Background: an optimization exercise with open tools, aiming at a short achievable clock period and few clock cycles. Do not read the settings as production practice. RTL that was checked went through simulation tests only; none was proved equivalent to the original. Power figures rest on the tool's default switching activity, not on a simulated workload.

// otter_mcu
module otter_mcu (
    input  logic   i_clk,
    input  logic   i_rst,
    input  otter_pkg::xlen_t  i_imem_r_data,
    output otter_pkg::xlen_t  o_imem_addr,
    input  otter_pkg::xlen_t  i_dmem_r_data,
    output logic   o_dmem_re,
    output logic   o_dmem_we,
    output otter_pkg::xlen_t  o_dmem_addr,
    output otter_pkg::xlen_t  o_dmem_w_data
);
Size: roughly 7600 cells after synthesis, ~2200 flip-flops, about 110000 sq um of cells after synthesis.
clock: 14.0 ns
lec_check: 0
abc_clock_period_in_ps: 4500
cap_margin: 20
core_margin: 2
core_utilization: 40
slew_margin: 20
tns_end_percent: 100
standard.sh (not shown) runs the stock make flow with config.mk's settings and CLKGATE_MAP_FILE= SYNTH_SCRIPT=/design/flow/synth_recipe.tcl, a recipe that flattens the netlist after the stock synthesis.
==> flow/flow/run.sh <==
#!/bin/bash
# The standard layout, run with two layout options changed:
# - the timing repair aims below the 14 ns target: repair_timing treats
#   any path with less than SETUP_SLACK_MARGIN of slack as violating;
# - the buffer placed on every input and output port is buf_4 instead of
#   the flow's default pick.
# The clock, its period and the I/O constraints are the standard flow's own, unchanged.
set -euo pipefail
bash standard.sh SETUP_SLACK_MARGIN=10.5 "BUFFER_PORTS_ARGS=-buffer_cell sky130_fd_sc_hd__buf_4" finish > standard_make.log 2>&1
Testbench counts at the start, summed over its fixed seeds: cycles 131,924.
Next try:
--- a/flow/flow/run.sh
+++ b/flow/flow/run.sh
@@ -7,3 +7,3 @@
 # The clock, its period and the I/O constraints are the standard flow's own, unchanged.
 set -euo pipefail
-bash standard.sh SETUP_SLACK_MARGIN=10.5 "BUFFER_PORTS_ARGS=-buffer_cell sky130_fd_sc_hd__buf_4" finish > standard_make.log 2>&1
+bash standard.sh SETUP_SLACK_MARGIN=10 "BUFFER_PORTS_ARGS=-buffer_cell sky130_fd_sc_hd__buf_4" finish > standard_make.log 2>&1
Effect: The new run produced a clean layout; sequential share of layout area grows by 0.87 points; hold slack gains 0.021 ns; non-clock buffer count shrinks by 93; clock power shrinks by a few percent; final area shrinks slightly; register-to-register slack gains 0.06 ns; total power shrinks by a few percent; synthesized cell count does not change.

---

Another version of the RTL of otter_mcu (not shown whole).
Size: ~6,400 cells after synthesis, ~2,000 flip-flops, about 0.097 sq mm of cells after synthesis.
Design otter_mcu, start of the top module:
module otter_mcu (
    input  logic   i_clk,
    input  logic   i_rst,
    input  otter_pkg::xlen_t  i_imem_r_data,
    output otter_pkg::xlen_t  o_imem_addr,
    input  otter_pkg::xlen_t  i_dmem_r_data,
    output logic   o_dmem_re,
    output logic   o_dmem_we,
    output otter_pkg::xlen_t  o_dmem_addr,
    output otter_pkg::xlen_t  o_dmem_w_data
);
    logic [11:2] pc_f;
    logic        v_d;
    logic [11:2] pc_d;
    logic        v_e;
    logic [11:2] pc_e;
    logic [11:2] nxt_e;
    logic [11:2] tgt_e;
    logic [31:0] imm_e;
    logic [31:0] opa_e;
    logic [31:0] opb_e;
    logic [31:0] rs2_e;
    logic [31:0] cres_e;
    logic        fa_e;       
    logic        fb_e;       
    logic        fbalu_e;    
    logic [4:0]  rd_e;
    logic        wb_e;
    logic        ld_e;
    logic        st_e;
    logic        br_e;
    logic        jal_e;
    logic        jalr_e;
    logic        jv_e;
    logic [11:0] jchk_e;
    logic        hz_e;
    logic [2:0]  f3_e;
    logic [8:0]  rsel_e;
    logic        sub_e;
    logic        sra_e;
    logic        wb_m;
    logic        ld_m;
    logic [4:0]  rd_m;
    logic [31:0] res_m;
    logic        re_m;
    logic        we_m;
    logic [31:0] addr_m;
    logic [31:0] wd_m;
    logic        wb_l;
    logic        ld_l;
    logic [4:0]  rd_l;
    logic [31:0] res_l;
    logic [11:2] pc_f_nxt;
    logic        v_d_nxt, v_e_nxt;
    logic        bw_we;
  ...
==> flow/config.mk <==
export PLATFORM = sky130hd
export DESIGN_NAME = otter_mcu
export DESIGN_NICKNAME = otter_mcu
export VERILOG_FILES = /design/flow/design.v
export SDC_FILE = /design/flow/constraint.sdc
export NUM_CORES = 4
export LEC_CHECK = 0
export ABC_CLOCK_PERIOD_IN_PS = 4500
export CAP_MARGIN = 20
export CORE_MARGIN = 2
export CORE_UTILIZATION = 40
export SLEW_MARGIN = 20
export TNS_END_PERCENT = 0
==> flow/constraint.sdc <==
create_clock -name core_clock -period 14.0 [get_ports {i_clk}]
set_input_delay 2.8000 -clock core_clock [delete_from_list [all_inputs] [get_ports {i_clk}]]
set_output_delay 2.8000 -clock core_clock [all_outputs]
set_load 0.01 [all_outputs]
==> flow/flow/run.sh <==
#!/bin/bash
# The standard layout, run with two layout options changed:
# - the timing repair aims below the 14 ns target: repair_timing treats
#   any path with less than SETUP_SLACK_MARGIN of slack as violating;
# - the buffer placed on every input and output port is buf_4 instead of
#   the flow's default pick.
# The clock, its period and the I/O constraints are the standard flow's own, unchanged.
set -euo pipefail
bash standard.sh SETUP_SLACK_MARGIN=9.5 "BUFFER_PORTS_ARGS=-buffer_cell sky130_fd_sc_hd__buf_4" finish > standard_make.log 2>&1
The baseline passed the timing, DRC and antenna checks.
Then changed:
--- a/flow/flow/run.sh
+++ b/flow/flow/run.sh
@@ -7,3 +7,3 @@
 # The clock, its period and the I/O constraints are the standard flow's own, unchanged.
 set -euo pipefail
-bash standard.sh SETUP_SLACK_MARGIN=9.5 "BUFFER_PORTS_ARGS=-buffer_cell sky130_fd_sc_hd__buf_4" finish > standard_make.log 2>&1
+bash standard.sh SETUP_SLACK_MARGIN=10 "BUFFER_PORTS_ARGS=-buffer_cell sky130_fd_sc_hd__buf_4" finish > standard_make.log 2>&1
TNS_END_PERCENT = 30   (was 0)
- The new run finished with timing, DRC and antenna clean
- worst setup slack improves by 0.28 ns
- sequential power hardly moves
- global-route usage grows by 1.6 points
- routed wire length rose by a few percent
- via count grows by a few percent
No functional check of the RTL was part of any run of this note.

re-timing with driven ports:
How much do the figures lean on ideal ports? The routed layouts below were timed once more, with nothing changed but the port constraints.
Step 1 assumes that a clkbuf_16 drives the clock port and a buf_2 every other input.
Step 2 moves the port delays by t, midway between the first and last clock arrival at a register: inputs arrive t later, outputs are due t later. That takes back most of the time a late clock gives input paths.
a / b / c = ideal / step 1 / step 2; a / b = the first two.
run | t (ns) | setup WS [ns] | worst slew at a driven data input, ns | pins driven straight from the clock port
the first run of note 1 | 0.988 | 9.477 / 9.340 / 8.352 | 0.50 | 1
the second run of note 1 | 0.980 | 9.571 / 9.206 / 8.226 | 0.88 | 1
the first run of note 2 | 0.945 | 9.199 / 9.064 / 8.119 | 0.40 | 1
the second run of note 2 | 0.954 | 9.480 / 8.722 / 7.768 | 1.13 | 1
After both steps every run listed still meets setup and hold. The setup slack of the second run of note 2, which loses most, moves by -0.758 ns with the drivers and by -1.712 ns with both steps.
